Source: an optimization exercise on an open RTL-to-GDS flow (aim: small area, a short achievable clock period and few clock cycles). Production flows keep margins and buffers that such runs may drop. Function was checked by simulation only, so behaviour that the tests miss may differ from the original. Power and IR drop assume default switching activity.

$ cat flow/flow/run.sh
#!/bin/bash
# Standard layout (the standard.sh) with a larger setup margin for
# ORFS's repair_timing, so that repair works towards a shorter period than
# the clock constraint asks. Constraints and scripts are unchanged.
export SETUP_SLACK_MARGIN=9.5
bash standard.sh > standard.log 2>&1
$ cat flow/standard.sh
#!/bin/bash
# synth_recipe.tcl (not shown) runs the flow's synth.tcl, then flattens the netlist and writes it again
# the make line also repeats each setting of config.mk as NAME=value (left out here)
make -C /OpenROAD-flow-scripts/flow DESIGN_CONFIG=/design/flow/config.mk WORK_HOME=/design/flow/orfs CLKGATE_MAP_FILE= SYNTH_SCRIPT=/design/flow/synth_recipe.tcl "${@:-finish}"
$ cat flow/config.mk
export PLATFORM = sky130hd
export DESIGN_NAME = preemptive_key_scheduler
export DESIGN_NICKNAME = preemptive_key_scheduler
export VERILOG_FILES = /design/flow/design.v
export SDC_FILE = /design/flow/constraint.sdc
export NUM_CORES = 4
export LEC_CHECK = 0
export CAP_MARGIN = 40
export CORE_MARGIN = 2
export CORE_UTILIZATION = 40
export CTS_CLUSTER_DIAMETER = 120
export CTS_CLUSTER_SIZE = 20
export PLACE_DENSITY = 0.6
export SLEW_MARGIN = 30
$ cat flow/constraint.sdc
create_clock -name core_clock -period 14.0 [get_ports {clk}]
set_input_delay 2.8000 -clock core_clock [delete_from_list [all_inputs] [get_ports {clk}]]
set_output_delay 2.8000 -clock core_clock [all_outputs]
set_load 0.01 [all_outputs]
$ cat flow/design.v
package pks_pkg;
    localparam int SLOT_COUNT = 16;
    localparam int SLOT_W     = 4;
    localparam int ID_W       = 8;
    localparam int PRIO_W     = 8;
    localparam int DUR_W      = 16;
    localparam int KEY_W      = 16;
    localparam int PAIR_N     = SLOT_COUNT * (SLOT_COUNT - 1) / 2;
    localparam logic [1:0] ACT_LOAD    = 2'd0;
    localparam logic [1:0] ACT_TICK    = 2'd1;
    localparam logic [1:0] ACT_RESTART = 2'd2;
    localparam logic [1:0] POL_ARRIVAL = 2'd0;
    localparam logic [1:0] POL_BURST   = 2'd1;
endpackage
import pks_pkg::*;
module pks_ctrl (
    input  logic        clk,
    input  logic        rst_n,
    input  logic        item_valid,
    input  logic [53:0] item_bits,
    output logic        item_stall,
    input  logic        result_stall,
    output logic        result_valid,
    output logic [27:0] result_bits,
    input  logic        stale_any,
    input  logic        stale_any_next,
    input  logic [27:0] tick_result,
    output logic [5:0]  ir,
    output logic        take_load,
    output logic        go_load,
    output logic        go_restart,
    output logic        go_tick
);
    logic        ir_valid;
    logic        stall_reg;
    logic        hv;
    logic        sv;
    logic [27:0] hb;
    logic [27:0] sb;
    logic accept;
    logic deliver;
    logic tick_ok;
    logic go;
    logic ir_valid_next;
    logic ir_tick_next;
    logic sv_next;
    assign item_stall   = stall_reg;
    assign result_valid = hv;
    assign result_bits  = hb;
    assign accept  = item_valid && !stall_reg;
    assign deliver = hv && !result_stall;
    assign tick_ok = !stale_any && !sv;
    assign take_load  = accept && (item_bits[53:52] == ACT_LOAD);
    assign go_load    = ir_valid && (ir[5:4] == ACT_LOAD);
    assign go_restart = ir_valid && (ir[5:4] == ACT_RESTART);
    assign go_tick    = ir_valid && (ir[5:4] == ACT_TICK) && tick_ok;
    assign go         = ir_valid && ((ir[5:4] != ACT_TICK) || tick_ok);
    assign ir_valid_next = accept || (ir_valid && !go);
    assign ir_tick_next  = accept ? (item_bits[53:52] == ACT_TICK) : (ir[5:4] == ACT_TICK);
    always_comb
    begin
        sv_next = sv;
        if (sv && deliver)
            sv_next = 1'b0;
        else if (!sv && go_tick && hv && !deliver)
            sv_next = 1'b1;
    end
    always_ff @(posedge clk or negedge rst_n)
    begin
        if (!rst_n)
        begin
            ir_valid  <= 1'b0;
            stall_reg <= 1'b0;
            hv        <= 1'b0;
            sv        <= 1'b0;
        end
        else
        begin
            ir_valid  <= ir_valid_next;
            stall_reg <= ir_valid_next && ir_tick_next && (stale_any_next || sv_next);
            sv        <= sv_next;
            if (sv)
                hv <= 1'b1;
            else if (go_tick)
                hv <= 1'b1;
            else if (deliver)
                hv <= 1'b0;
        end
    end
    always_ff @(posedge clk)
    begin
        if (accept)
            ir <= item_bits[53:48];
        if (sv && deliver)
            hb <= sb;
        else if (!sv && go_tick && (!hv || deliver))
            hb <= tick_result;
        if (!sv && go_tick && hv && !deliver)
            sb <= tick_result;
    end
endmodule
import pks_pkg::*;
module pks_dp (
    input  logic        clk,
    input  logic        rst_n,
    input  logic        go_load,
    input  logic        go_restart,
    input  logic        go_tick,
    input  logic        pol_chg,
    input  logic        take_load,
    input  logic [53:0] item_bits,
    input  logic [5:0]  ir,
    input  logic        pol_arr,
    input  logic        pol_bur,
    input  logic [SLOT_COUNT-1:0] in_use,
    output logic [27:0] tick_result,
    output logic        stale_any,
    output logic        stale_any_next
);
    logic [SLOT_COUNT-1:0][ID_W-1:0]   id_reg;
    logic [SLOT_COUNT-1:0][PRIO_W-1:0] prio_reg;
    logic [SLOT_COUNT-1:0][DUR_W-1:0]  arrival_reg;
    logic [SLOT_COUNT-1:0][DUR_W-1:0]  burst_reg;
    logic [SLOT_COUNT-1:0][DUR_W-1:0]  rem_reg;
    logic [SLOT_COUNT-1:0] nz_reg;
    logic [SLOT_COUNT-1:0] one_reg;
    logic [SLOT_COUNT-1:0] two_now;
    logic [SLOT_COUNT-1:0] ready_reg;
    logic [SLOT_COUNT-1:0] fresh_reg;
    logic [SLOT_COUNT-1:0] stale_reg;
    logic [SLOT_COUNT-1:0] stale_next;
    logic [DUR_W-1:0]      tick_reg;
    logic [DUR_W-1:0]      tick_next;
    logic [SLOT_COUNT-1:0] match_reg;
    logic [PAIR_N-1:0]     order_reg;
    logic [SLOT_W-1:0] tk_slot;
    logic [ID_W-1:0]   tk_id;
    logic [PRIO_W-1:0] tk_prio;
    logic [DUR_W-1:0]  tk_arr;
    logic [DUR_W-1:0]  tk_burst;
    logic [SLOT_W-1:0] ld_slot;
    assign tk_slot  = item_bits[51:48];
    assign tk_id    = item_bits[47:40];
    assign tk_prio  = item_bits[39:32];
    assign tk_arr   = item_bits[31:16];
    assign tk_burst = item_bits[15:0];
    assign ld_slot  = ir[3:0];
    function automatic logic [KEY_W-1:0] key_of(
        input logic              sel_arr,
        input logic              sel_bur,
        input logic [DUR_W-1:0]  arr,
        input logic [DUR_W-1:0]  bur,
        input logic [PRIO_W-1:0] pri
    );
        if (sel_arr)
            key_of = arr;
        else if (sel_bur)
            key_of = bur;
        else
            key_of = {8'd0, pri};
    endfunction
    function automatic logic [1:0] lt_eq(
        input logic [KEY_W-1:0] a,
        input logic [KEY_W-1:0] b
    );
        logic [15:0] l0, e0;
        logic [7:0]  l1, e1;
        logic [3:0]  l2, e2;
        logic [1:0]  l3, e3;
        l0 = ~a & b;
        e0 = ~(a ^ b);
        for (int k = 0; k < 8; k++)
        begin
            l1[k] = l0[2*k+1] | (e0[2*k+1] & l0[2*k]);
            e1[k] = e0[2*k+1] & e0[2*k];
        end
        for (int k = 0; k < 4; k++)
        begin
            l2[k] = l1[2*k+1] | (e1[2*k+1] & l1[2*k]);
            e2[k] = e1[2*k+1] & e1[2*k];
        end
        for (int k = 0; k < 2; k++)
        begin
            l3[k] = l2[2*k+1] | (e2[2*k+1] & l2[2*k]);
            e3[k] = e2[2*k+1] & e2[2*k];
        end
        lt_eq = {l3[1] | (e3[1] & l3[0]), e3[1] & e3[0]};
    endfunction
    function automatic int pidx(input int j, input int s);
        pidx = s * (s - 1) / 2 + j;
    endfunction
    logic [SLOT_COUNT-1:0][KEY_W-1:0] slot_key;
    logic [SLOT_COUNT-1:0] ready_now;
    logic [SLOT_COUNT-1:0] nz;
    logic [SLOT_COUNT-1:0] is_one;
    logic [SLOT_COUNT-1:0] elig;
    logic [SLOT_COUNT-1:0] win;
    logic [SLOT_COUNT-1:0] pend_reg;
    logic                  pend_fresh_reg;
    logic [DUR_W-1:0]      wb_base;
    logic [DUR_W-1:0]      wb_val;
    logic [SLOT_COUNT-1:0] r_hi0, r_two, r_three;
    logic [SLOT_COUNT-1:0] b_hi0, b_zero, b_one, b_two, b_three;
    logic                  tk_nz;
    logic                  tk_one;
    always_comb
    begin
        for (int i = 0; i < SLOT_COUNT; i++)
        begin
            slot_key[i]  = key_of(pol_arr, pol_bur, arrival_reg[i], burst_reg[i], prio_reg[i]);
            ready_now[i] = ready_reg[i] || (in_use[i] && match_reg[i]);
            r_hi0[i]     = (rem_reg[i][15:2] == '0);
            r_two[i]     = r_hi0[i] && (rem_reg[i][1:0] == 2'd2);
            r_three[i]   = r_hi0[i] && (rem_reg[i][1:0] == 2'd3);
            b_hi0[i]     = (burst_reg[i][15:2] == '0);
            b_zero[i]    = b_hi0[i] && (burst_reg[i][1:0] == 2'd0);
            b_one[i]     = b_hi0[i] && (burst_reg[i][1:0] == 2'd1);
            b_two[i]     = b_hi0[i] && (burst_reg[i][1:0] == 2'd2);
            b_three[i]   = b_hi0[i] && (burst_reg[i][1:0] == 2'd3);
            if (fresh_reg[i])
                two_now[i] = b_two[i];
            else if (pend_reg[i])
                two_now[i] = pend_fresh_reg ? b_three[i] : r_three[i];
            else
                two_now[i] = r_two[i];
            nz[i]        = nz_reg[i];
            is_one[i]    = one_reg[i];
            elig[i]      = in_use[i] && ready_now[i] && nz[i];
        end
    end
    always_comb
    begin
        for (int i = 0; i < SLOT_COUNT; i++)
        begin
            win[i] = elig[i];
            for (int j = 0; j < SLOT_COUNT; j++)
            begin
                if (j < i)
                begin
                    if (elig[j] && order_reg[pidx(j, i)])
                        win[i] = 1'b0;
                end
                else if (j > i)
                begin
                    if (elig[j] && !order_reg[pidx(i, j)])
                        win[i] = 1'b0;
                end
            end
        end
    end
    logic [ID_W-1:0] run_id;
    logic            first_run;
    logic            finished;
    logic            all_done;
    logic [SLOT_COUNT-1:0] busy;
    logic [7:0]      any1, two1;
    logic [3:0]      any2, two2;
    logic [1:0]      any3, two3;
    logic            two_busy;
    logic            last_done;
    always_comb
    begin
        run_id    = '0;
        first_run = 1'b0;
        finished  = 1'b0;
        for (int i = 0; i < SLOT_COUNT; i++)
        begin
            run_id    = run_id | ({ID_W{win[i]}} & id_reg[i]);
            first_run = first_run | (win[i] && fresh_reg[i]);
            finished  = finished | (win[i] && is_one[i]);
        end
        busy = in_use & nz;
        for (int k = 0; k < 8; k++)
        begin
            any1[k] = busy[2*k] | busy[2*k+1];
            two1[k] = busy[2*k] & busy[2*k+1];
        end
        for (int k = 0; k < 4; k++)
        begin
            any2[k] = any1[2*k] | any1[2*k+1];
            two2[k] = two1[2*k] | two1[2*k+1] | (any1[2*k] & any1[2*k+1]);
        end
        for (int k = 0; k < 2; k++)
        begin
            any3[k] = any2[2*k] | any2[2*k+1];
            two3[k] = two2[2*k] | two2[2*k+1] | (any2[2*k] & any2[2*k+1]);
        end
        two_busy  = two3[0] | two3[1] | (any3[0] & any3[1]);
        last_done = 1'b1;
        for (int i = 0; i < SLOT_COUNT; i++)
            if (busy[i] && !(elig[i] && is_one[i]))
                last_done = 1'b0;
        all_done = !two_busy && last_done;
    end
    assign tick_result = {tick_reg, run_id, !(|elig), first_run, finished, all_done};
    logic [SLOT_COUNT-1:0] stale_low;
    logic [SLOT_COUNT-1:0] stale_low_reg;
    logic [SLOT_COUNT-1:0] row_sel;
    logic [SLOT_COUNT-1:0] row_before;
    logic [KEY_W-1:0]      cmp_key;
    logic [SLOT_COUNT-1:0] beats;
    logic [KEY_W-1:0]      eng_key_reg;
    logic                  pol_chg_reg;
    logic [KEY_W-1:0]      eng_key_next;
    logic [SLOT_COUNT-1:0][1:0] cmp_res;
    assign stale_any = |stale_reg;
    assign stale_low = stale_next & (~stale_next + 1'b1);
    always_comb
    begin
        eng_key_next = '0;
        for (int i = 0; i < SLOT_COUNT; i++)
            eng_key_next = eng_key_next | ({KEY_W{stale_low[i]}} & slot_key[i]);
        if (take_load)
            eng_key_next = key_of(pol_arr, pol_bur, tk_arr, tk_burst, tk_prio);
        for (int i = 0; i < SLOT_COUNT; i++)
            row_sel[i] = go_load ? (ld_slot == SLOT_W'(i)) : stale_low_reg[i];
        cmp_key = eng_key_reg;
        for (int j = 0; j < SLOT_COUNT; j++)
        begin
            row_before[j] = 1'b0;
            for (int s = j + 1; s < SLOT_COUNT; s++)
                row_before[j] = row_before[j] | row_sel[s];
            cmp_res[j] = lt_eq(slot_key[j], cmp_key);
            beats[j]   = cmp_res[j][1] || (cmp_res[j][0] && row_before[j]);
        end
        stale_next = stale_reg & ~row_sel;
        if (pol_chg_reg)
            stale_next = '1;
    end
    assign stale_any_next = |stale_next;
    always_ff @(posedge clk)
    begin
        eng_key_reg <= eng_key_next;
    end
    always_ff @(posedge clk)
    begin
        for (int s = 1; s < SLOT_COUNT; s++)
        begin
            for (int j = 0; j < s; j++)
            begin
                if (row_sel[s])
                    order_reg[pidx(j, s)] <= beats[j];
                else if (row_sel[j])
                    order_reg[pidx(j, s)] <= !beats[s];
            end
        end
    end
    always_ff @(posedge clk or negedge rst_n)
    begin
        if (!rst_n)
        begin
            pol_chg_reg   <= 1'b0;
            stale_reg     <= '0;
            stale_low_reg <= '0;
        end
        else
        begin
            pol_chg_reg   <= pol_chg;
            stale_reg     <= stale_next;
            stale_low_reg <= stale_low;
        end
    end
    always_ff @(posedge clk)
    begin
        for (int i = 0; i < SLOT_COUNT; i++)
        begin
            if (take_load && (tk_slot == SLOT_W'(i)))
            begin
                id_reg[i]      <= tk_id;
                prio_reg[i]    <= tk_prio;
                arrival_reg[i] <= tk_arr;
                burst_reg[i]   <= tk_burst;
            end
            if (pend_reg[i])
                rem_reg[i] <= wb_val;
        end
    end
    always_comb
    begin
        wb_base = '0;
        for (int i = 0; i < SLOT_COUNT; i++)
            wb_base = wb_base | ({DUR_W{pend_reg[i]}} & (pend_fresh_reg ? burst_reg[i] : rem_reg[i]));
        wb_val = wb_base - 1'b1;
    end
    always_ff @(posedge clk or negedge rst_n)
    begin
        if (!rst_n)
            pend_reg <= '0;
        else
            pend_reg <= go_tick ? win : '0;
    end
    always_ff @(posedge clk)
    begin
        pend_fresh_reg <= first_run;
    end
    assign tk_nz  = (tk_burst != '0);
    assign tk_one = (tk_burst == 16'd1);
    always_ff @(posedge clk or negedge rst_n)
    begin
        if (!rst_n)
            nz_reg <= '0;
        else
        begin
            for (int i = 0; i < SLOT_COUNT; i++)
            begin
                if (take_load && (tk_slot == SLOT_W'(i)))
                    nz_reg[i] <= tk_nz;
                else if (go_restart)
                    nz_reg[i] <= !b_zero[i];
                else if (go_tick && win[i])
                    nz_reg[i] <= !one_reg[i];
            end
        end
    end
    always_ff @(posedge clk)
    begin
        for (int i = 0; i < SLOT_COUNT; i++)
        begin
            if (take_load && (tk_slot == SLOT_W'(i)))
                one_reg[i] <= tk_one;
            else if (go_restart)
                one_reg[i] <= b_one[i];
            else if (go_tick && win[i])
                one_reg[i] <= two_now[i];
        end
    end
    always_ff @(posedge clk)
    begin
        for (int i = 0; i < SLOT_COUNT; i++)
        begin
            if ((go_load && (ld_slot == SLOT_W'(i))) || go_restart)
                fresh_reg[i] <= 1'b1;
            else if (go_tick && win[i])
                fresh_reg[i] <= 1'b0;
        end
    end
    always_ff @(posedge clk or negedge rst_n)
    begin
        if (!rst_n)
        begin
            ready_reg <= '0;
            tick_reg  <= '0;
        end
        else
        begin
            for (int i = 0; i < SLOT_COUNT; i++)
            begin
                if ((go_load && (ld_slot == SLOT_W'(i))) || go_restart)
                begin
                    ready_reg[i] <= 1'b0;
                end
                else if (go_tick)
                    ready_reg[i] <= ready_now[i];
            end
            tick_reg <= tick_next;
        end
    end
    always_comb
    begin
        tick_next = tick_reg;
        if (go_restart)
            tick_next = '0;
        else if (go_tick && (tick_reg != '1))
            tick_next = tick_reg + 1'b1;
    end
    always_ff @(posedge clk)
    begin
        for (int i = 0; i < SLOT_COUNT; i++)
            match_reg[i] <= (arrival_reg[i] == tick_next);
    end
endmodule
import pks_pkg::*;
module preemptive_key_scheduler (
    input  logic        clk,
    input  logic        rst_n,
    input  logic        item_valid,
    output logic        item_stall,
    input  logic [53:0] item_bits,
    output logic        result_valid,
    input  logic        result_stall,
    output logic [27:0] result_bits,
    input  logic        psel,
    input  logic        penable,
    input  logic        pwrite,
    input  logic [2:0]  paddr,
    input  logic [31:0] pwdata,
    output logic [31:0] prdata,
    output logic        pready
);
    logic [1:0]  policy_reg;
    logic        pol_arr_reg;
    logic        pol_bur_reg;
    logic [4:0]  slots_reg;
    logic [15:0] in_use_reg;
    logic [4:0]  prdata_reg;
    logic        cfg_write;
    logic        pol_chg;
    logic [5:0]  ir;
    logic        take_load;
    logic        go_load;
    logic        go_restart;
    logic        go_tick;
    logic        stale_any;
    logic        stale_any_next;
    logic [27:0] tick_result;
    assign pready    = 1'b1;
    assign cfg_write = psel && penable && pwrite;
    assign pol_chg = cfg_write && !paddr[2] &&
                     ((pwdata[1:0] != policy_reg) &&
                      !(pwdata[1] && policy_reg[1]));
    always_ff @(posedge clk or negedge rst_n)
    begin
        if (!rst_n)
        begin
            policy_reg  <= POL_BURST;
            pol_arr_reg <= 1'b0;
            pol_bur_reg <= 1'b1;
            slots_reg   <= '0;
            in_use_reg  <= '0;
        end
        else if (cfg_write)
        begin
            if (paddr[2])
            begin
                slots_reg <= pwdata[4:0];
                for (int i = 0; i < 16; i++)
                    in_use_reg[i] <= (5'(i) < pwdata[4:0]);
            end
            else
            begin
                policy_reg  <= pwdata[1:0];
                pol_arr_reg <= (pwdata[1:0] == POL_ARRIVAL);
                pol_bur_reg <= (pwdata[1:0] == POL_BURST);
            end
        end
    end
    always_ff @(posedge clk)
    begin
        prdata_reg <= paddr[2] ? slots_reg : {3'd0, policy_reg};
    end
    assign prdata = {27'd0, prdata_reg};
    pks_ctrl u_ctrl (
        .clk            (clk),
        .rst_n          (rst_n),
        .item_valid     (item_valid),
        .item_bits      (item_bits),
        .item_stall     (item_stall),
        .result_stall   (result_stall),
        .result_valid   (result_valid),
        .result_bits    (result_bits),
        .stale_any      (stale_any),
        .stale_any_next (stale_any_next),
        .tick_result    (tick_result),
        .ir             (ir),
        .take_load      (take_load),
        .go_load        (go_load),
        .go_restart     (go_restart),
        .go_tick        (go_tick)
    );
    pks_dp u_dp (
        .clk            (clk),
        .rst_n          (rst_n),
        .go_load        (go_load),
        .go_restart     (go_restart),
        .go_tick        (go_tick),
        .pol_chg        (pol_chg),
        .take_load      (take_load),
        .item_bits      (item_bits),
        .ir             (ir),
        .pol_arr        (pol_arr_reg),
        .pol_bur        (pol_bur_reg),
        .in_use         (in_use_reg),
        .tick_result    (tick_result),
        .stale_any      (stale_any),
        .stale_any_next (stale_any_next)
    );
endmodule
==> run notes, run 1 <==
The run finished with no timing, DRC or antenna violations. The data required time of the critical path came out at 14.38 ns. In this run the deepest clock path goes through 3 buffers. The clock drives 1400 sinks. For this run, the share of the core covered by cells in the final layout is 45.6%.

Internal power comes to 7.24 mW. At the end of routability-driven placement, the weighted congestion stood at 1.06. The most used flip-flop cell after synthesis is sky130_fd_sc_hd__edfxtp_1.

TritonCTS built the clock tree. The worst setup path is launched from an input port. The die extent in x is 429 um. The switching part of the total came out at 38.5%. The number of search-and-repair iterations in the first detailed-routing pass came out at 6.

The all-layer global routing usage is 41.0%. The count of nets left with antenna violations after detail routing is 0. The number of port buffers is 101. The mux cell area share after synthesis came out at 7.55%. The area added between synthesis and finish came out at 13.5%. The fraction of final layout cells sized beyond drive strength 1 is 16.0%. The part of the total power dissipated in the clock network came out at 22.8%. The DRC violation count after routing is 0.

The tightest min-delay check is of the reg2reg type. The combinational share of power is 33.0%. For this design the ratio of total power to cell area is 143 nW/um2.

The post-layout total power came out at 11.8 mW. The worst path needs 4.58 ns of the cycle, external delays included. The Yosys step of the flow raised 3 warnings. The final standard cell count with taps included and fillers excluded is 8823. Data arrives at the worst endpoint at 4.96 ns. The wire length reported by the detailed router came out at 391 mm.

In this run the most critical hold path is launched from slots_reg[2]. The post-cts hold buffer count is 0. The number of fill cells came out at 16600. The proportion of power drawn by flip-flops and latches came out at 44.2%.

The initial antenna violation count is 26. The count of state elements after synthesis came out at 1400. The post-synthesis adder-cell area fraction is 4.49%.

The placed wire-length estimate is 293 mm. The total instance count after detailed placement came out at 8614. In this run the critical register-to-register path is launched from pol_bur_reg.

In this run, CTS created clock tree buffers numbering 82. The cell sitting at the root of the clock tree is a sky130_fd_sc_hd__clkbuf_16. After detailed routing, the number of vias per cell comes to 6.93. The final period utilization came out at 32.7%. The total count of hold-check failures in the final report came out at 0.

Based on the critical path, the design can be clocked at up to 0.218 GHz. The compound-gate portion of the synthesized area came out at 14.5%. By area, the combinational part of the netlist is dominated by compound AO/OA/AOI/OAI gates. The core box area came out at 180000 um2.

The actual slew at the worst max-slew pin is 1.05 ns. The number of synthesized flops with an enable pin came out at 1222. The number of instances in the synthesized netlist is 6218. The sequential-to-total area share from yosys stat came out at 56.5%. The count of maximum capacitance violations came out at 0.

Measured along the y axis, the die boundary spans 429 um. The total leakage power is 30.5 nW. A synthesized cell averages 11.6 um2. The effective utilization at floorplan is 40.1%. The summed instance area of the synthesized netlist is 72400 um2. In this run the worst setup path begins at item_bits[50]. The overflow left after global routing is 0. The worst ir drop on vdd is 0.0991 mV. The pin count of the biggest net entering global routing is 84. The number of global-route vias before repair came out at 55100. The first-pass GRT wire length is 508 mm.

The critical path is of the in2reg type. The clock latency on the worst-skew pair is 0.81 ns. The number of violations reported at the end of detailed-routing iteration 0 came out at 10500. Row generation in the floorplan step produced 156 rows. The tightest slew margin relative to the limit came out at 30.0%.

Sorting the synthesized cells by area gives the leading types as sky130_fd_sc_hd__edfxtp_1, sky130_fd_sc_hd__mux2_2, sky130_fd_sc_hd__ha_1. The final worst setup slack is 9.42 ns. The number of ports placed on the die boundary came out at 159. Setup repair after global routing could not meet its margin everywhere. STA classifies the critical path endpoint as a flip-flop. The worst setup timing slack at the placement stage is 7.45 ns.

On the final layout, the worst clock skew is 0.0725 ns. The die covers 184000 um2. Dividing the detail-routed wire length by the instance count gives 44.3 um. The fraction of synthesis flops using an asynchronous set or reset pin is 8.86%. The number of pins with negative max-slew slack in the final report is 0. The net load switching power came out at 4.53 mW.

The post-synthesis xor/xnor area fraction is 1.68%. The simple-gate area share of the yosys netlist came out at 12.4%. The number of different library cells in the post-synthesis netlist came out at 94. Adding up every negative setup slack in the final design gives 0 ns. The number of setup violations in the final report came out at 0.

The final-stage net count is 6750. The number of H-tree levels came out at 3. In this run the worst path has a maximum fanout of 48. The portion of synthesized cell area occupied by the leading cell type came out at 50.7%. The overall via count from detail_route came out at 61200. Summed over all instances, the cell type with the most area after synthesis is sky130_fd_sc_hd__edfxtp_1.

Clock-pin slew was measured on the worst setup and hold paths at 0.09 ns.
## cell type report
class,instances,area [um2],area share (%)
Antenna cell,9,22.5,0.0274
Clock buffer,120,2260,2.75
Clock inverter,12,158,0.192
Inverter,127,510,0.621
Multi-Input combinational cell,4331,30800,37.4
Sequential cell,1400,40900,49.8
Tap cell,2370,2970,3.61
Timing Repair Buffer,454,4610,5.60
## repair_timing
action                                  in CTS  in global routing
endpoints found under the setup margin    1027                245
resized for setup                          197                 43
pin swaps                                   21                  5
gates cloned                                 4                  2
setup buffers                               38                 15
hold endpoints to repair                     0                  0
## synthesized netlist by cell type (103+ instances only)
cell type	instances
sky130_fd_sc_hd__nand3_1	103
sky130_fd_sc_hd__mux2i_1	191
sky130_fd_sc_hd__nor2_1	473
sky130_fd_sc_hd__a21oi_1	550
sky130_fd_sc_hd__nand2_1	459
sky130_fd_sc_hd__a22oi_1	137
sky130_fd_sc_hd__o21ai_0	200
sky130_fd_sc_hd__nand4_1	155
sky130_fd_sc_hd__ha_1	258
sky130_fd_sc_hd__clkbuf_1	255
sky130_fd_sc_hd__edfxtp_1	1222
sky130_fd_sc_hd__dfrtp_1	122
sky130_fd_sc_hd__inv_1	125
sky130_fd_sc_hd__mux2_2	312
sky130_fd_sc_hd__nor4_1	182
## cells by family after synthesis
logic type / Yosys count
AND/OR/NAND/NOR: 1800
buffers and inverters: 514
adder cells (fa/ha/maj): 260
XOR/XNOR: 139
multiplexers: 506
other: 2
AO/OA/AOI/OAI: 1597
flip-flops: 1400
## final timing paths
kind	to	slack, ns	cells after the start
worst min register to register	prdata_reg[2]	0.48	1
worst max-delay path	u_dp.burst_reg[116]	9.42	5
min in group asynchronous	u_dp.tick_reg[15]	1.93	1
worst min-delay path	prdata_reg[2]	0.48	1
worst max register to register	u_dp.order_reg[86]	9.43	12
max in group asynchronous	u_dp.nz_reg[1]	10.32	3
## critical path, stage by stage
cell	delay [ns]
sky130_fd_sc_hd__clkdlybuf4s15_2	0.46
sky130_fd_sc_hd__nor2b_1	0.49
sky130_fd_sc_hd__nand4_1	0.39
sky130_fd_sc_hd__clkinvlp_4	0.20
sky130_fd_sc_hd__buf_8	0.50
## metrics by stage
step,instance area (um2),hold WS [ns]
after floorplan,72700,0.420
after global placement,77100,0.459
after CTS,81700,0.489
after detailed placement,78100,0.466
after global routing,82200,0.508
final,82200,0.485
## metal layers
| layer | vias to the layer above | wire (um) | track usage (%) |
|---|---|---|---|
| met5 | - | 576 | 0.442 |
| met4 | 30 | 31800 | 26.1 |
| met3 | 964 | 47300 | 12.0 |
| met2 | 4713 | 166000 | 60.7 |
| met1 | 30900 | 145000 | 52.4 |
| li1 | 24500 | - | - |
## power by group through the flow
stage / logic [mW] / clock network, mW / registers, mW
floorplan: 1.82 / 0 / 5.15
global placement: 3.42 / 0 / 5.28
detailed placement: 3.50 / 0 / 5.28
CTS: 3.65 / 2.69 / 5.19
global route: 4.04 / 2.81 / 5.21
finish: 3.89 / 2.68 / 5.21
## layout by cell type (no fill, tap or decap), types with 32 or more instances in the layout
| cell type | Yosys | layout |
|---|---|---|
| sky130_fd_sc_hd__nand2_1 | 459 | 448 |
| sky130_fd_sc_hd__a21o_1 | 91 | 88 |
| sky130_fd_sc_hd__a211oi_1 | 40 | 39 |
| sky130_fd_sc_hd__dfxtp_1 | 54 | 53 |
| sky130_fd_sc_hd__nor4_1 | 182 | 143 |
| sky130_fd_sc_hd__mux2_2 | 312 | 310 |
| sky130_fd_sc_hd__xnor2_1 | 89 | 81 |
| sky130_fd_sc_hd__a22oi_1 | 137 | 135 |
| sky130_fd_sc_hd__edfxtp_1 | 1222 | 1222 |
| sky130_fd_sc_hd__nand3_1 | 103 | 100 |
| sky130_fd_sc_hd__a31oi_1 | 37 | 36 |
| sky130_fd_sc_hd__o22ai_1 | 102 | 102 |
| sky130_fd_sc_hd__clkdlybuf4s50_1 | 0 | 82 |
| sky130_fd_sc_hd__a21oi_1 | 550 | 520 |
| sky130_fd_sc_hd__o21ai_0 | 200 | 190 |
| sky130_fd_sc_hd__mux2i_1 | 191 | 176 |
| sky130_fd_sc_hd__a22o_1 | 58 | 58 |
| sky130_fd_sc_hd__o211ai_1 | 56 | 56 |
| sky130_fd_sc_hd__clkbuf_16 | 0 | 87 |
| sky130_fd_sc_hd__nor2_1 | 473 | 447 |
| sky130_fd_sc_hd__ha_1 | 258 | 257 |
| sky130_fd_sc_hd__a221oi_1 | 70 | 68 |
| sky130_fd_sc_hd__clkbuf_1 | 255 | 35 |
| sky130_fd_sc_hd__buf_4 | 30 | 239 |
| sky130_fd_sc_hd__nor4_2 | 4 | 33 |
| sky130_fd_sc_hd__xor2_1 | 50 | 48 |
| sky130_fd_sc_hd__nand4_1 | 155 | 155 |
| sky130_fd_sc_hd__inv_1 | 125 | 116 |
| sky130_fd_sc_hd__dfrtp_1 | 122 | 117 |
| sky130_fd_sc_hd__or3_1 | 41 | 32 |
| sky130_fd_sc_hd__nor3_1 | 98 | 86 |
| sky130_fd_sc_hd__and3_1 | 79 | 79 |
Testbench counts, summed over its fixed seeds: cycles 8,808.
==> run 2, diff against run 1 <==
==> flow/flow/run.sh (replaced) <==
#!/bin/bash
# Standard layout (the standard.sh) with a larger setup margin for
# ORFS's repair_timing, so that repair works towards a shorter period than
# the clock constraint asks. Constraints and scripts are unchanged.
export SETUP_SLACK_MARGIN=9.6
bash standard.sh > standard.log 2>&1
--- a/flow/config.mk
+++ b/flow/config.mk
@@ -8,7 +8,7 @@
 export CAP_MARGIN = 40
 export CORE_MARGIN = 2
 export CORE_UTILIZATION = 40
-export CTS_CLUSTER_DIAMETER = 120
-export CTS_CLUSTER_SIZE = 20
+export CTS_CLUSTER_DIAMETER = 100
+export CTS_CLUSTER_SIZE = 16
 export PLACE_DENSITY = 0.6
 export SLEW_MARGIN = 30
==> run notes, run 2 <==
The flow ran to the end and the layout has no timing, DRC or antenna violations. The wire-length estimate of the detail-placed layout is 305 mm. The total count of hold-check failures in the final report is 0. The clock net sink count came out at 1400. The number of setup violations in the final report came out at 0. For hold timing, the worst endpoint is prdata_reg[2]. Once the floorplan was initialized, standard cells occupied 40.1% of the core. The type of the setup path with the least slack is reg2reg. The met1 global-route usage came out at 54.7%. The detail-routed net length per standard cell came out at 46.0 um. The family with the most delay on the worst path is simple AND/OR/NAND/NOR gates.

Row generation in the floorplan step produced 156 rows. The core box area came out at 180000 um2. The mux cell area share after synthesis came out at 7.55%. Among all cell types in the netlist, the one instantiated most often is sky130_fd_sc_hd__edfxtp_1. The portion of synthesized cell area occupied by the leading cell type is 50.7%. Sequential cells account for 42.3% of the total power. Yosys attributes the largest share of cell area to sky130_fd_sc_hd__edfxtp_1, sky130_fd_sc_hd__mux2_2, sky130_fd_sc_hd__ha_1. The highest net fanout along the worst path came out at 23. The register clock-pin slew on the reported worst setup and hold paths is 0.09 ns.

The number of port buffers is 101. The maximum clock frequency came out at 0.222 GHz. For this run, the post-layout net count is 6794. The net load switching power came out at 4.79 mW. The final critical path takes up 32.1% of the cycle. The number of different library cells in the post-synthesis netlist is 94. The main combinational cell family by area after synthesis is compound AO/OA/AOI/OAI gates. Traced cell by cell, the critical path runs through buf_4, nand2_1, nor2_1, a21oi_1, ha_1, nand4_1, nor2_4, nor2_1, nand3_1, a21o_1, buf_4, o21ai_0. Setup repair after global routing left no endpoint under its margin. In this run the critical register-to-register path is launched from pol_bur_reg. The part of the total power dissipated in the clock network is 24.8%.

The mean cell area of the mapped netlist came out at 11.6 um2. The sequential-to-total area share from yosys stat is 56.5%. The library cells used most frequently in the layout, excluding fill and tap cells, are sky130_fd_sc_hd__edfxtp_1, sky130_fd_sc_hd__a21oi_1, sky130_fd_sc_hd__nand2_1. Global routing used 43.0% of the available tracks across all layers. The H-tree was split into 3 levels. After technology mapping, the gate count stands at 6218. The initial antenna violation count is 36.

The slowest stage of the critical path belongs to the cell sky130_fd_sc_hd__dfstp_4. Counting both buffers and inverters, the worst setup path holds a total of 2. Final hold analysis gives a worst-case slack of 0.486 ns. The synthesized design contains 1222 enable-type register cells. The global routing stage identified its most utilized layer as met2. The combinational share of power came out at 32.9%. The synthesized netlist devotes 14.5% of its cell area to compound gates.

The finished layout holds 8896 standard cells, fillers aside. The die boundary height came out at 429 um. The synthesized design contains 1400 register bits. The tightest slew margin relative to the limit is 21.8%. The power per standard cell area is 147 nW/um2.

The dominant register cell in the synthesized netlist is sky130_fd_sc_hd__edfxtp_1. The worst ir drop on vdd is 0.117 mV. The worst register-to-register path ends at u_dp.order_reg[115]. The simple-gate area share of the yosys netlist came out at 12.4%. In this run the most critical hold path is launched from slots_reg[2]. The number of ports placed on the die boundary is 159. TritonCTS built the clock tree.

The fraction of synthesis flops using an asynchronous set or reset pin came out at 8.86%. The pin count of the biggest net entering global routing came out at 84. By count the netlist is led by sky130_fd_sc_hd__edfxtp_1, sky130_fd_sc_hd__a21oi_1, sky130_fd_sc_hd__nor2_1.

The overflow left after global routing is 0. At the pin with the least slew margin, the transition time is 1.17 ns. The switching part of the total came out at 38.9%. After detailed routing, the number of remaining DRC violations is 0.

For met2 alone, demand over resource in global routing was 64.0%. The worst hold path depth came out at 1. The worst setup skew after layout is 0.0490 ns. Counting cells, the worst reg-to-reg path comes to 12. The smallest clock period supported by the final layout is computed as 4.50 ns.

The number of synthesis warnings came out at 3. The library cell used most frequently in the layout, excluding fill and tap cells, is sky130_fd_sc_hd__edfxtp_1. The final estimated routing congestion in global placement is 1.05.

The count of nets left with antenna violations after detail routing is 0. The number of pins with negative max-slew slack in the final report is 0. The stage delay of the slowest cell on the critical path came out at 0.78 ns.

The die extent in x is 429 um. The arrival time of data at the critical path endpoint came out at 5.03 ns. STA classifies the critical path endpoint as a flip-flop.

The summed instance area of the synthesized netlist came out at 72400 um2. The worst setup path is launched from a flip-flop. The biggest area contributor in the post-synthesis netlist is sky130_fd_sc_hd__edfxtp_1.

The path type of the worst min-delay path is reg2reg. The maximum number of buffers from clock root to sink is 3. The total CTS buffers is 101. The wire length reported by the detailed router is 409 mm.

The die covers 184000 um2. The post-synthesis xor/xnor area fraction is 1.68%. The met3 usage is 11.5%.

The data required time of the critical path came out at 14.53 ns. Detailed routing inserted a total of 61600 vias. The total leakage power is 31.1 nW. The register-to-register setup slack came out at 9.50 ns. The number of violations reported at the end of detailed-routing iteration 0 is 10800. The total negative setup slack came out at 0 ns. The number of global-route vias before repair is 56400.

The number of search-and-repair iterations in the first detailed-routing pass is 8. The total instance count after detailed placement came out at 8619. The internal power consumption is 7.52 mW. The detailed-route vias per instance is 6.92.

Clock latency on the worst-skew pair, taken at its later pin, is 0.83 ns. Max-cap violations in this run came to 0. The fraction of final layout cells sized beyond drive strength 1 is 17.1%.

The area added between synthesis and finish came out at 15.4%. The post-synthesis adder-cell area fraction came out at 4.49%. The first-pass GRT wire length is 530 mm. The buffer type at the clock tree root is sky130_fd_sc_hd__clkbuf_16. The post-cts hold buffer count is 0.
==> run 2: cell count changes in the layout (fill, tap and decap cells not counted), sizes merged <==
cell           delta
buf              +17
bufbuf            +5
bufinv            +1
clkbuf           +47
clkdlybuf4s15     -6
clkdlybuf4s25     +1
clkdlybuf4s50    -27
clkinv            +7
clkinvlp          -2
dlygate4sd2      +30
dlymetal6s2s      -1
or4               +1
==> run 2: worst register-to-register path: stages, from the launching register on <==
cell,delay (ns)
sky130_fd_sc_hd__dfstp_4,0.78
sky130_fd_sc_hd__buf_4,0.47
sky130_fd_sc_hd__nand2_1,0.14
sky130_fd_sc_hd__nor2_1,0.11
sky130_fd_sc_hd__a21oi_1,0.11
sky130_fd_sc_hd__ha_1,0.37
sky130_fd_sc_hd__nand4_1,0.53
sky130_fd_sc_hd__nor2_4,0.51
sky130_fd_sc_hd__nor2_1,0.08
sky130_fd_sc_hd__nand3_1,0.39
sky130_fd_sc_hd__a21o_1,0.15
sky130_fd_sc_hd__buf_4,0.35
sky130_fd_sc_hd__o21ai_0,0.23
==> run 2: worst max-delay path by stage <==
stage          slack (ns)                   to                start  depth (start not counted)
6_report             9.50  u_dp.order_reg[115]          pol_bur_reg                         12
3_5_place_dp         7.34      u_dp.one_reg[0]           item_valid                          7
3_3_place_gp         7.35      u_dp.one_reg[0]           item_valid                          7
2_1_floorplan        8.53      u_dp.one_reg[0]           item_valid                          5
4_1_cts              9.53    u_dp.match_reg[0]    u_dp.stale_reg[1]                         11
5_1_grt              9.58    u_dp.rem_reg[126]  u_dp.pend_fresh_reg                         12
==> run 2: final cells by class <==
class / instances / area [um2]
sequential: 1400 / 40900
fill: 16600 / 96800
multi-input combinational: 4332 / 31000
clock inverter: 18 / 310
tap: 2370 / 2970
inverter: 127 / 507
antenna: 9 / 22.5
clock buffer: 162 / 2780
timing repair buffer: 478 / 5060
==> run 2: power groups by stage <==
| stage | Clock [mW] | Sequential, mW | Combinational, mW |
|---|---|---|---|
| after floorplan | 0 | 5.15 | 1.82 |
| after global placement | 0 | 5.29 | 3.56 |
| after detailed placement | 0 | 5.29 | 3.64 |
| after CTS | 3.05 | 5.19 | 3.78 |
| after global routing | 3.17 | 5.20 | 4.18 |
| final | 3.05 | 5.20 | 4.05 |
==> run 2: per-layer routing <==
metal  routed length (um)  vias up
li1                     -    24600
met1               152000    31200
met2               173000     4684
met3                47800     1032
met4                36100       18
met5                  128        -
==> run 2: kinds of logic after synthesis <==
group,after synthesis
muxes,506
adders and majority gates,260
AOI/OAI and AO/OA,1597
xor gates and xnor gates,139
buffers and inverters,514
and+or+nand+nor,1800
other,2
DFF,1400
==> run 2: timing repair <==
action / CTS / global route
setup endpoints to repair: 1097 / 328
setup buffers: 44 / 8
cloned: 15 / 3
pin swaps: 23 / 10
hold endpoints to repair: 0 / 0
resized for setup: 247 / 73
==> run 2: metrics by stage <==
step                cell area, um2  setup slack (ns)  total power, mW  util [%]
floorplan                    72700              8.53             6.97         -
global placement             77200              7.35             8.85      42.8
detailed placement           78100              7.34             8.92      43.3
CTS                          82900              9.53             12.0      46.0
global route                 83500              9.58             12.6      46.3
finish                       83600              9.50             12.3      46.3
==> run 3, diff against run 2 <==
--- a/flow/design.v
+++ b/flow/design.v
@@ -294,7 +294,7 @@
     end
     assign tick_result = {tick_reg, run_id, !(|elig), first_run, finished, all_done};
     logic [SLOT_COUNT-1:0] stale_low;
-    logic [SLOT_COUNT-1:0] stale_low_reg;
+    logic [SLOT_COUNT-1:0] stale_cur;
     logic [SLOT_COUNT-1:0] row_sel;
     logic [SLOT_COUNT-1:0] row_before;
     logic [KEY_W-1:0]      cmp_key;
@@ -304,6 +304,7 @@
     logic [KEY_W-1:0]      eng_key_next;
     logic [SLOT_COUNT-1:0][1:0] cmp_res;
     assign stale_any = |stale_reg;
+    assign stale_cur = stale_reg & (~stale_reg + 1'b1);
     assign stale_low = stale_next & (~stale_next + 1'b1);
     always_comb
     begin
@@ -313,7 +314,7 @@
         if (take_load)
             eng_key_next = key_of(pol_arr, pol_bur, tk_arr, tk_burst, tk_prio);
         for (int i = 0; i < SLOT_COUNT; i++)
-            row_sel[i] = go_load ? (ld_slot == SLOT_W'(i)) : stale_low_reg[i];
+            row_sel[i] = go_load ? (ld_slot == SLOT_W'(i)) : stale_cur[i];
         cmp_key = eng_key_reg;
         for (int j = 0; j < SLOT_COUNT; j++)
         begin
@@ -351,13 +352,11 @@
         begin
             pol_chg_reg   <= 1'b0;
             stale_reg     <= '0;
-            stale_low_reg <= '0;
         end
         else
         begin
             pol_chg_reg   <= pol_chg;
             stale_reg     <= stale_next;
-            stale_low_reg <= stale_low;
         end
     end
     always_ff @(posedge clk)
==> flow/flow/run.sh (replaced) <==
#!/bin/bash
# Standard layout (the standard.sh) with a larger setup margin for
# ORFS's repair_timing, so that repair works towards a shorter period than
# the clock constraint asks. Constraints and scripts are unchanged.
export SETUP_SLACK_MARGIN=9.5
bash standard.sh > standard.log 2>&1
--- a/flow/config.mk
+++ b/flow/config.mk
@@ -8,7 +8,7 @@
 export CAP_MARGIN = 40
 export CORE_MARGIN = 2
 export CORE_UTILIZATION = 40
-export CTS_CLUSTER_DIAMETER = 100
-export CTS_CLUSTER_SIZE = 16
+export CTS_CLUSTER_DIAMETER = 120
+export CTS_CLUSTER_SIZE = 20
 export PLACE_DENSITY = 0.6
 export SLEW_MARGIN = 30
==> run notes, run 3 <==
The run finished with no timing, DRC or antenna violations. The number of setup violations in the final report came out at 0. In the global route stage, overall resource usage came out at 40.0%. The number of global-route vias before repair is 54700. For the worst-skew pair, the clock arrives at the later sink with an insertion delay of 0.79 ns. The mean cell area of the mapped netlist is 11.7 um2. In this run the tightest slew margin relative to its limit is 29.6%. The maximum number of buffers from clock root to sink came out at 3.

The data required time of the critical path came out at 14.58 ns. For this run, the detailed router's first-pass iteration total came to 7. The die area is 182000 um2.

The total count of hold-check failures in the final report is 0. The number of synthesized flops with an enable pin is 1222. In this run, the number of DRC markers left after iteration 0 of detailed routing was 9458.

The DRC violation count after routing is 0. The core box area is 178000 um2. The summed instance area of the synthesized netlist is 71400 um2.

The number of synthesis warnings came out at 3. Entering global routing, the biggest net connects 142 pins. The portion of synthesized cell area occupied by the leading cell type is 51.4%.

159 I/O pins were placed. The die boundary height came out at 426 um. STA classifies the critical path startpoint as a flip-flop. Before CTS, the worst setup slack after placement is 7.67 ns.

The worst setup skew after layout is 0.0533 ns. After detailed routing, the total wire length is 374 mm. The clock drives 1385 sinks. After floorplanning, the core was divided into 155 placement rows.

For the worst setup path, the data arrival time is 5.17 ns. TritonCTS built the clock tree. Setup repair after global routing could not meet its margin everywhere.

The power per standard cell area is 136 nW/um2. The initial antenna violation count came out at 36. Summed over all layers, the global routing overflow is 0.

The detail-routed net length per standard cell is 43.0 um. The total negative setup slack came out at 0 ns. The dominant register cell in the synthesized netlist is sky130_fd_sc_hd__edfxtp_1. The path type of the worst min-delay path is reg2reg. sky130_fd_sc_hd__edfxtp_1 is the most common cell in the netlist. The detailed-route vias per instance is 6.84.

The maximum clock frequency came out at 0.218 GHz. The post-route netlist has 15.8% of its cells at a drive strength greater than 1. For this configuration, the core starts out at a cell density of 40.1%. The design draws 11.1 mW. The clock tree synthesis step divided the H-tree into 3 levels.

Summed over all cells, the static leakage comes to 30.0 nW. The worst ir drop on vdd is 0.106 mV. The type of the setup path with the least slack is reg2reg. The final period utilization is 32.8%.

The first-pass GRT wire length is 490 mm. The overall via count from detail_route is 59400. The final cell area excluding filler cells came out at 81400 um2. In this run, CTS created clock tree buffers numbering 80. The register clock-pin slew on the reported worst setup and hold paths is 0.10 ns. The post-route minimum period came out at 4.60 ns.

The sequential-to-total area share from yosys stat is 56.7%. The placed wire-length estimate is 274 mm. The placed standard-cell area came out at 76700 um2.

The synthesized design spends more area on one cell type than any other, namely sky130_fd_sc_hd__edfxtp_1. Of all nets on the critical path, the largest fanout is 18. The actual slew at the worst max-slew pin came out at 1.06 ns. In this run the clock root is driven by a sky130_fd_sc_hd__clkbuf_16. The number of instances in the synthesized netlist is 6099.

The die extent in x is 426 um. The count of nets left with antenna violations after detail routing is 0. After synthesis the netlist holds a flip-flop and latch count of 1385. The area growth from synthesis to layout is 14.0%.

Leaving out fill and tap cells, the most frequent cells in the layout are sky130_fd_sc_hd__edfxtp_1, sky130_fd_sc_hd__nand2_1, sky130_fd_sc_hd__a21oi_1. The final estimated routing congestion in global placement came out at 1.04. Leaving out fill and tap cells, the most frequent cell in the layout is sky130_fd_sc_hd__edfxtp_1.

The final worst setup slack is 9.40 ns. The worst hold margin is 0.491 ns. The number of pins with negative max-slew slack in the final report came to 0. In the synthesized netlist, the cells that appear most often are sky130_fd_sc_hd__edfxtp_1, sky130_fd_sc_hd__a21oi_1, sky130_fd_sc_hd__nand2_1.

The fraction of synthesis flops using an asynchronous set or reset pin came out at 7.87%. Ranked by total cell area, the synthesized netlist is headed by sky130_fd_sc_hd__edfxtp_1, sky130_fd_sc_hd__mux2_2, sky130_fd_sc_hd__ha_1. Counting distinct cell types in the post-synthesis netlist gives 93. The post-cts hold buffer count came out at 0. The count of buffers added on input and output ports is 101. The final-stage net count is 6624. The count of maximum capacitance violations came out at 0. The endpoint type of the worst setup path is a flip-flop.
[run 3: changes by cell type in the layout (fill, tap and decap cells not counted), moves of 26 or more]
cell                              delta
sky130_fd_sc_hd__a21oi_1            -59
sky130_fd_sc_hd__xnor2_1            +55
sky130_fd_sc_hd__nor2_1             -53
sky130_fd_sc_hd__a22oi_1            +45
sky130_fd_sc_hd__clkdlybuf4s50_1    +35
sky130_fd_sc_hd__mux2i_1            -35
sky130_fd_sc_hd__dlygate4sd2_1      -34
sky130_fd_sc_hd__a221oi_1           -32
sky130_fd_sc_hd__o21ai_0            +27
sky130_fd_sc_hd__nand2_1            +26
sky130_fd_sc_hd__nand3_1            -26
[run 3: area by class of cell]
cell class	instances	area, um2
clock inverters	10	165
diodes	6	15.0
well taps	2355	2950
flip-flops and latches	1385	40500
clock buffers	125	2230
multi-input cells	4250	30200
fillers	16400	96500
repair buffers	443	4790
inverters	110	457
[run 3: final timing paths]
| kind | start | end | slack [ns] | depth (start not counted) |
|---|---|---|---|---|
| setup reg to reg | u_dp.stale_reg[3] | u_dp.match_reg[7] | 9.40 | 11 |
| hold reg to reg | slots_reg[2] | prdata_reg[2] | 0.49 | 1 |
| hold / removal | slots_reg[2] | prdata_reg[2] | 0.49 | 1 |
| min in group asynchronous | rst_n | u_dp.tick_reg[13] | 1.98 | 1 |
| max in group asynchronous | rst_n | u_dp.nz_reg[1] | 10.95 | 3 |
| setup / recovery | u_dp.stale_reg[3] | u_dp.match_reg[7] | 9.40 | 11 |
[run 3: cells by family (layout without fill, tap and decap cells)]
logic type	count (synthesis)	after routing	synth area share [%]
other	2	34	0.0105
adder cells (fa/ha/maj)	259	259	4.54
flip-flops	1385	1385	56.7
multiplexers	469	469	7.12
buffers and inverters	490	688	2.77
AND/OR/NAND/NOR	1740	1740	12.1
XOR/XNOR	198	198	2.43
AO/OA/AOI/OAI	1556	1556	14.3
[run 3: power breakdown]
group          leakage (nW)  internal, mW  switching [mW]
Sequential             13.6          4.75           0.309
Combinational          15.2          1.14            2.24
Clock                  1.14          1.13            1.53
Total                  30.0          7.01            4.08
[run 3: worst max-delay path: stages, from the launching register on]
cell	delay [ns]
sky130_fd_sc_hd__dfrtp_1	0.54
sky130_fd_sc_hd__or4_4	0.62
sky130_fd_sc_hd__nor4_4	0.32
sky130_fd_sc_hd__nand2_4	0.19
sky130_fd_sc_hd__buf_4	0.29
sky130_fd_sc_hd__or4_1	0.49
sky130_fd_sc_hd__buf_4	0.27
sky130_fd_sc_hd__and2_1	0.34
sky130_fd_sc_hd__inv_4	0.27
sky130_fd_sc_hd__xnor2_1	0.17
sky130_fd_sc_hd__nand4_1	0.12
sky130_fd_sc_hd__nor4_1	0.74
[run 3: what timing repair did]
item	4_1_cts	5_1_grt
buffers inserted	55	11
endpoints found under the setup margin	1061	467
pin swaps	19	11
gates resized for setup	154	100
gates cloned	11	5
[run 3: stage by stage]
step,utilization (%),cells
final,45.8,8684
after global routing,45.7,8679
after global placement,42.8,8427
after detailed placement,43.1,8455
after floorplan,-,6125
after CTS,45.4,8656
[run 3: layer usage]
| layer | GRT usage (%) | wire length [um] | part of all wire (%) | vias to the layer above |
|---|---|---|---|---|
| li1 | - | - | - | 24000 |
| met1 | 50.7 | 137000 | 37 | 29900 |
| met2 | 59.2 | 158000 | 42 | 4443 |
| met3 | 10.5 | 43900 | 12 | 1049 |
| met4 | 29.0 | 34700 | 9.3 | 18 |
| met5 | 0 | 141 | 0.038 | - |
Testbench counts of run 3, summed over its fixed seeds: cycles 8,808.
==> run 4, diff against run 3 <==
--- a/flow/config.mk
+++ b/flow/config.mk
@@ -7,8 +7,8 @@
 export LEC_CHECK = 0
 export CAP_MARGIN = 40
 export CORE_MARGIN = 2
-export CORE_UTILIZATION = 40
+export CORE_UTILIZATION = 55
 export CTS_CLUSTER_DIAMETER = 120
 export CTS_CLUSTER_SIZE = 20
-export PLACE_DENSITY = 0.6
+export PLACE_DENSITY = 0.7
 export SLEW_MARGIN = 30
==> run notes, run 4 <==
The number of search-and-repair iterations in the first detailed-routing pass is 7. After clock tree synthesis, the clock-pin slew on the worst setup and hold paths is 0.09 ns. Among all flip-flop cells after synthesis, the most frequent one is sky130_fd_sc_hd__edfxtp_1. In this run the tightest slew margin relative to its limit is 30.3%.

Broken down by cell family, the worst path's largest delay share belongs to simple AND/OR/NAND/NOR gates. The worst ir drop on vdd came out at 0.128 mV. The mean cell area of the mapped netlist came out at 11.7 um2.

The cell sitting at the root of the clock tree is a sky130_fd_sc_hd__clkbuf_16. The number of different library cells in the post-synthesis netlist came out at 93. The CTS tree is yes. In this design, the critical path's most frequently occurring cell is sky130_fd_sc_hd__buf_4. The number of global-route vias before repair came to 55800. The number of instances in the synthesized netlist is 6099.

The detailed-route vias per instance came out at 7.58. The die boundary height is 364 um. The actual slew at the worst max-slew pin is 1.05 ns. The top cell types in the final layout, fill and taps aside, are sky130_fd_sc_hd__edfxtp_1, sky130_fd_sc_hd__nand2_1, sky130_fd_sc_hd__a21oi_1.

The all-layer global routing usage is 51.7%. Traced cell by cell, the critical path runs through or4_4, nor4_4, nand2_1, buf_4, or4_1, buf_4, and3_1, nor4_1, nand4_1, nor3_1, buf_4. The core box area came out at 129000 um2. By instance count, the leading cell after synthesis is sky130_fd_sc_hd__edfxtp_1. The maximum number of buffers from clock root to sink came out at 3.

Clock skew on the completed layout was measured at 0.0338 ns. At the later pin of the worst-skew pair, clock insertion delay measures 0.77 ns. The final standard cell count with taps included and fillers excluded came out at 8065. The fraction of synthesis flops using an asynchronous set or reset pin came out at 7.87%.

Among all stages on the critical path, the largest delay is contributed by sky130_fd_sc_hd__or4_4. The post-route minimum period is 4.70 ns. The register-to-register setup slack came out at 9.30 ns. The summed instance area of the synthesized netlist is 71400 um2.

The run finished with no timing, DRC or antenna violations. The number of violations reported at the end of detailed-routing iteration 0 is 12200. The count of cells along the worst register-to-register path is 11. The effective utilization at floorplan is 55.3%.

The total buffers and inverters traversed by the critical path came out at 3. The setup path with the least slack is of type reg2reg. The initial antenna violation count came out at 30. The critical hold path startpoint is slots_reg[2]. sky130_fd_sc_hd__edfxtp_1 takes more of the synthesized area than any other cell. In this run the power density over the cells is 135 nW/um2. Sorting the synthesized cells by area gives the leading types as sky130_fd_sc_hd__edfxtp_1, sky130_fd_sc_hd__mux2_2, sky130_fd_sc_hd__ha_1.

The final period utilization came out at 33.6%. The count of maximum capacitance violations came out at 0. The count of nets left with antenna violations after detail routing came out at 0.

The hold-critical path endpoint is prdata_reg[2]. The total negative setup slack is 0 ns. The number of pins with negative max-slew slack in the final report is 0.

Sequential elements use 56.7% of the synthesized area. The total CTS buffers came out at 79. The total leakage power is 29.7 nW.

Summed over its instances, the top area cell type makes up 51.4% of the synthesized netlist area. The endpoint type of the worst setup path is a flip-flop. Compared with the post-synthesis result, the final layout area differs by 12.1%. At the end of routability-driven placement, the weighted congestion stood at 1.11. Leaving out fill and tap cells, the most frequent cell in the layout is sky130_fd_sc_hd__edfxtp_1. The final-stage net count is 6603.

The total count of hold-check failures in the final report is 0. The filler cells instantiated in the layout total 10300. The number of H-tree levels came out at 3.

In this run the core area contains 132 standard-cell rows. The clock net sink count is 1385. The overflow left after global routing came out at 0. The fraction of final layout cells sized beyond drive strength 1 came out at 15.1%.

The total instance count after detailed placement came out at 7842. The number of setup violations in the final report is 0. The commonest cells after synthesis are sky130_fd_sc_hd__edfxtp_1, sky130_fd_sc_hd__a21oi_1, sky130_fd_sc_hd__nand2_1. The worst hold path depth is 1.

For this design the top-level I/O count stands at 159. Of all nets on the critical path, the largest fanout is 29. The die area is 133000 um2.

The worst setup path is launched from a flip-flop. Yosys mapped a number of flops with a built-in enable equal to 1222. The wire length reported by the detailed router is 350 mm. Detailed placement finished with a half-perimeter wire length of 255 mm. The DRC violation count after routing is 0. Yosys printed 3 warnings. The number of port buffers is 101. The pin count of the biggest net entering global routing came out at 75. The overall via count from detail_route came out at 61100. The worst register-to-register path ends at u_dp.match_reg[11]. Data on the critical path arrives at its endpoint at 5.36 ns. The count of state elements after synthesis came out at 1385. The stage delay of the slowest cell on the critical path is 0.63 ns. The first global-routing pass estimated 463 mm of wire. The worst register-to-register path begins at u_dp.stale_reg[3].

The data required time of the critical path is 14.66 ns. The detail-routed net length per standard cell came out at 43.4 um. Setup repair after global routing could not meet its margin everywhere.

The die extent in x is 364 um. The tightest min-delay check is of the reg2reg type. The maximum clock frequency is 0.213 GHz.
==> run 4: timing repair <==
item                                    in CTS  in global routing
endpoints found under the setup margin    1034                402
resized for setup                          123                 71
pin swaps                                   18                  8
hold buffers                                 0                  0
gates cloned                                 8                  3
buffers inserted                            36                 12
==> run 4: logic make-up after synthesis <==
| group | after synthesis | synth area share (%) |
|---|---|---|
| adder cells (fa/ha/maj) | 259 | 4.54 |
| multiplexers | 469 | 7.12 |
| flip-flops | 1385 | 56.7 |
| AO/OA/AOI/OAI | 1556 | 14.3 |
| buffers and inverters | 490 | 2.77 |
| AND/OR/NAND/NOR | 1740 | 12.1 |
| XOR/XNOR | 198 | 2.43 |
| other | 2 | 0.0105 |
==> run 4: final cells by class <==
cell class                      count  area (um2)  share of cell area [%]
Tap cell                         1742        2180                    2.72
Sequential cell                  1385       40500                    50.7
Multi-Input combinational cell   4250       30200                    37.8
Timing Repair Buffer              423        4270                    5.34
Inverter                          110         452                   0.565
Clock buffer                      129        2160                    2.71
Clock inverter                      9         154                   0.192
Antenna cell                       17        42.5                  0.0532
==> run 4: metrics by stage <==
| step | power (mW) | util (%) | setup WS [ns] | cell area (um2) | hold WS, ns |
|---|---|---|---|---|---|
| 3_3_place_gp | 7.93 | 58.3 | 7.66 | 75300 | 0.456 |
| 2_1_floorplan | 6.58 | - | 8.83 | 71600 | 0.423 |
| 6_report | 10.8 | 61.9 | 9.30 | 80000 | 0.488 |
| 4_1_cts | 10.5 | 61.5 | 9.48 | 79400 | 0.495 |
| 3_5_place_dp | 8.00 | 58.7 | 7.72 | 75900 | 0.476 |
| 5_1_grt | 11.0 | 61.9 | 9.45 | 80000 | 0.518 |
==> run 4: routing by layer <==
metal | GRT usage (%) | part of all wire [%] | up-vias
li1 | - | - | 24000
met4 | 45.6 | 11 | 16
met1 | 62.6 | 33 | 29500
met3 | 17.1 | 15 | 1546
met2 | 73.9 | 41 | 6037
met5 | 0 | 0.034 | -
==> run 4: report_power, final <==
group          leakage (nW)  switching [mW]  internal (mW)  total, mW
clock network          1.10            1.46           1.08       2.55
registers              13.6           0.284           4.75       5.03
logic                  15.0            2.21           1.03       3.23
total                  29.7            3.96           6.86       10.8
==> run 4: worst max-delay path by stage <==
stage	start	endpoint	slack [ns]	cells after the start
floorplan	item_valid	u_dp.nz_reg[12]	8.83	8
global placement	u_dp.pend_fresh_reg	u_dp.rem_reg[10]	7.66	11
detailed placement	item_valid	u_dp.nz_reg[12]	7.72	10
CTS	pol_bur_reg	u_dp.order_reg[39]	9.48	13
global route	item_bits[51]	u_dp.nz_reg[15]	9.45	6
finish	u_dp.stale_reg[3]	u_dp.match_reg[11]	9.30	11
==> run 5, diff against run 4 <==
==> flow/config.mk (replaced) <==
export PLATFORM = sky130hd
export DESIGN_NAME = preemptive_key_scheduler
export DESIGN_NICKNAME = preemptive_key_scheduler
export VERILOG_FILES = /design/flow/design.v
export SDC_FILE = /design/flow/constraint.sdc
export NUM_CORES = 4
export LEC_CHECK = 0
export CAP_MARGIN = 20
export CORE_MARGIN = 2
export CORE_UTILIZATION = 40
export CTS_CLUSTER_DIAMETER = 120
export CTS_CLUSTER_SIZE = 20
export PLACE_DENSITY = 0.6
export SLEW_MARGIN = 20
==> run notes, run 5 <==
The flow ran to the end and the layout has no timing, DRC or antenna violations. The number of different library cells in the post-synthesis netlist is 93. The DRC violation count after routing came out at 0. The top cell types in the final layout, fill and taps aside, are sky130_fd_sc_hd__edfxtp_1, sky130_fd_sc_hd__nand2_1, sky130_fd_sc_hd__a21oi_1. The min-delay analysis places its worst path in the category reg2reg. In this run, the combinational gates consume 30.1% of the power. The die area came out at 182000 um2.

The wire length reported by the detailed router is 375 mm. The leading cell type in the layout, fill and taps excluded is sky130_fd_sc_hd__edfxtp_1. The final estimated routing congestion in global placement came out at 1.04.

The final period utilization is 32.6%. The portion of synthesized cell area occupied by the leading cell type came out at 51.4%. After synthesis, the largest family of logic cells by area is compound AO/OA/AOI/OAI gates.

met2 is the most crowded layer. The area used by multi-input combinational logic came out at 30200 um2. The all-layer global routing usage is 40.0%.

The count of state elements after synthesis came out at 1385. The detailed-route vias per instance came out at 6.90. The initial antenna violation count is 34. The die boundary height came out at 426 um. The data required time of the critical path is 14.66 ns. The number of fill cells came out at 16400. The register-to-register setup slack came out at 9.49 ns.

The detail-routed net length per standard cell is 43.3 um. The final standard cell count with taps included and fillers excluded came out at 8670. By area the synthesized netlist is led by sky130_fd_sc_hd__edfxtp_1, sky130_fd_sc_hd__mux2_2, sky130_fd_sc_hd__ha_1. The total count of hold-check failures in the final report came out at 0. The count of nets left with antenna violations after detail routing is 0. The startpoint identified for the worst hold timing path is slots_reg[3]. The maximum clock frequency is 0.219 GHz.

The simple-gate area share of the yosys netlist is 12.1%. The number of setup violations in the final report came out at 0. Once the floorplan was initialized, standard cells occupied 40.1% of the core. In this run, post-CTS hold repair placed 0 buffers. The final cell area excluding filler cells is 81200 um2. The fraction of synthesis flops using an asynchronous set or reset pin came out at 7.87%.

Setup repair after global routing could not meet its margin everywhere. The number of violations reported at the end of detailed-routing iteration 0 came out at 9738. The overflow left after global routing is 0. The hold-critical path endpoint is prdata_reg[3]. For this run, the leading register cell type out of synthesis is sky130_fd_sc_hd__edfxtp_1. The total negative setup slack is 0 ns. The post-synthesis adder-cell area fraction is 4.54%. The met2 capacity usage during global routing is 59.1%. The number of synthesis warnings is 3. After floorplanning, the core was divided into 155 placement rows.

The part of the total power dissipated in the clock network is 24.2%. On the final layout, the worst clock skew is 0.0366 ns. The tightest slew margin relative to the limit came out at 19.6%.

The number of port buffers is 101. The area added between synthesis and finish came out at 13.7%. After clock tree synthesis, the clock-pin slew on the worst setup and hold paths is 0.11 ns. The sequential-to-total area share from yosys stat came out at 56.7%. The number of synthesized flops with an enable pin came out at 1222. Summed over all nets, the switching power comes to 4.05 mW. The actual slew at the worst max-slew pin is 1.20 ns. The highest net fanout along the worst path is 10.

The switching part of the total came out at 36.6%. The placed wire-length estimate came out at 273 mm. Once placement completed, the tool counted placed cells totaling 8427. Of all cell types, the one taking the most synthesized area is sky130_fd_sc_hd__edfxtp_1. The number of global-route vias before repair is 54700. The clock net sink count came out at 1385. The source of the worst register-to-register timing path is u_dp.stale_reg[4]. The worst-case IR drop observed on VDD is 0.119 mV.

The count of cells along the worst register-to-register path is 10. The post-synthesis xor/xnor area fraction came out at 2.43%. The compound-gate portion of the synthesized area is 14.3%.

The launching element type of the critical path is an input port. The core box area is 178000 um2. The total leakage power is 29.9 nW. The summed instance area of the synthesized netlist is 71400 um2.

For this run, the post-layout net count is 6599. The number of ports placed on the die boundary came out at 159. The overall via count from detail_route is 59800.

The total CTS buffers is 81. Sequential cells burn 45.7% of the power. The met1 global-route usage is 50.0%. The internal power consumption is 7.01 mW.

The number of pins with negative max-slew slack in the final report came to 0. The worst hold margin came out at 0.492 ns. The fraction of final layout cells sized beyond drive strength 1 is 15.5%.

The post-route minimum period is 4.57 ns. The number of instances in the synthesized netlist came out at 6099. The footprint of the flip-flops and latches came out at 40500 um2. Overall power consumption after layout is estimated at 11.1 mW. The type of the setup path with the least slack is in2reg. The worst hold path depth came out at 1. The mean cell area of the mapped netlist is 11.7 um2. The die extent in x came out at 426 um. The met3 usage is 11.0%. The mux cell area share after synthesis came out at 7.12%. The number of search-and-repair iterations in the first detailed-routing pass came out at 7.

The arrival time of data at the critical path endpoint came out at 5.23 ns. The most instantiated library cell after synthesis is sky130_fd_sc_hd__edfxtp_1. The first global-routing pass estimated 489 mm of wire. The count of maximum capacitance violations came out at 0.

The maximum number of buffers from clock root to sink is 3. STA classifies the critical path endpoint as a flip-flop. The placed standard-cell area came out at 76200 um2. In the synthesized netlist, the cells that appear most often are sky130_fd_sc_hd__edfxtp_1, sky130_fd_sc_hd__a21oi_1, sky130_fd_sc_hd__nand2_1. The number of H-tree levels is 3.

The pin count of the biggest net entering global routing is 142. At the later pin of the worst-skew pair, clock insertion delay measures 0.78 ns. TritonCTS built the clock tree. The power per standard cell area came out at 136 nW/um2. The cell sitting at the root of the clock tree is a sky130_fd_sc_hd__clkbuf_16. The endpoint identified for the worst register-to-register timing path is u_dp.match_reg[4].
==> run 5: logic make-up (layout without fill, tap and decap cells) <==
kind of cell	count (synthesis)	after routing
muxes	469	469
other	2	45
AOI/OAI and AO/OA	1556	1556
adders and majority gates	259	259
DFF	1385	1385
buffers and inverters	490	662
xor gates and xnor gates	198	198
and+or+nand+nor	1740	1741
==> run 5: layer usage <==
layer	wire length [um]	share of wire, %
met5	123	0.033
met4	36200	9.6
met3	43400	12
met2	158000	42
met1	138000	37
==> run 5: worst max path at each step <==
stage                               end  slack, ns               from
detailed placement      u_dp.nz_reg[12]       7.65         item_valid
CTS                  u_dp.match_reg[15]       9.49  u_dp.stale_reg[3]
finish              u_dp.eng_key_reg[4]       9.43      item_bits[52]
global route          u_dp.match_reg[6]       9.43  u_dp.stale_reg[3]
global placement         u_dp.nz_reg[7]       7.78         item_valid
floorplan               u_dp.nz_reg[12]       8.83         item_valid
==> run 5: layout make-up <==
type	instances	share of cell area, %
Clock buffer	124	2.75
Multi-Input combinational cell	4251	37.2
Timing Repair Buffer	416	5.60
Sequential cell	1385	49.9
Inverter	110	0.566
Antenna cell	17	0.0524
Clock inverter	12	0.234
Tap cell	2355	3.63
==> run 5: power groups by stage <==
stage / Combinational, mW / Clock, mW / Sequential [mW]
after detailed placement: 2.93 / 0 / 5.13
after global routing: 3.50 / 2.80 / 5.04
after CTS: 3.14 / 2.67 / 5.04
final: 3.33 / 2.68 / 5.05
after floorplan: 1.61 / 0 / 4.97
after global placement: 2.90 / 0 / 5.13
==> run 5: worst max-delay path, stage by stage <==
cell,delay [ns]
sky130_fd_sc_hd__clkdlybuf4s50_1,0.54
sky130_fd_sc_hd__or3_4,0.17
sky130_fd_sc_hd__buf_12,0.14
sky130_fd_sc_hd__buf_4,0.25
sky130_fd_sc_hd__o21ai_0,0.16
sky130_fd_sc_hd__nor3_2,0.65
sky130_fd_sc_hd__o2111a_1,0.38
sky130_fd_sc_hd__a32oi_1,0.12
==> run 5: through the flow <==
stage | worst slack [ns] | util, %
2_1_floorplan | 8.83 | -
3_3_place_gp | 7.78 | 42.8
3_5_place_dp | 7.65 | 42.9
4_1_cts | 9.49 | 45.2
5_1_grt | 9.43 | 45.6
6_report | 9.43 | 45.6
==> run 5: repair_timing <==
action,4_1_cts,5_1_grt
endpoints found under the setup margin,1109,392
hold endpoints to repair,0,0
gates resized for setup,163,93
cloned,14,5
buffers inserted,51,19
pin swaps,21,14

==> what the ideal ports hide <==
The flow's constraints put no driver on any port. The routed layouts listed below were extracted and timed again, unchanged, in two steps.
Step 1, drivers: a clkbuf_16 drives clk and a buf_2 each remaining input, both assumed.
Step 2, shift: input delay + t, output delay - t, t = (earliest + latest rising clock arrival at the registers) / 2. This alone moves slack from input paths to output paths.
Slacks: ideal ports / drivers / drivers and shift; pairs: ideal ports / drivers.
run | t, ns | setup slack, ns | hold WS [ns] | clock arrival spread, ns | cell pins on the clock port's net
run 1 | 0.865 | 9.417 / 9.426 / 8.608 | 0.485 / 0.485 / 0.485 | 0.078 / 0.077 | 1
run 2 | 0.891 | 9.500 / 9.500 / 8.683 | 0.486 / 0.486 / 0.486 | 0.058 / 0.059 | 1
run 3 | 0.855 | 9.402 / 9.402 / 8.666 | 0.491 / 0.491 / 0.491 | 0.059 / 0.059 | 1
run 4 | 0.839 | 9.298 / 9.298 / 8.660 | 0.488 / 0.488 / 0.488 | 0.038 / 0.039 | 1
run 5 | 0.846 | 9.433 / 9.463 / 8.617 | 0.492 / 0.492 / 0.492 | 0.043 / 0.042 | 1
After both steps every run listed still meets setup and hold. For run 2, which loses most, drivers alone change the setup slack by 0.000 ns; drivers and shift together by -0.817 ns.
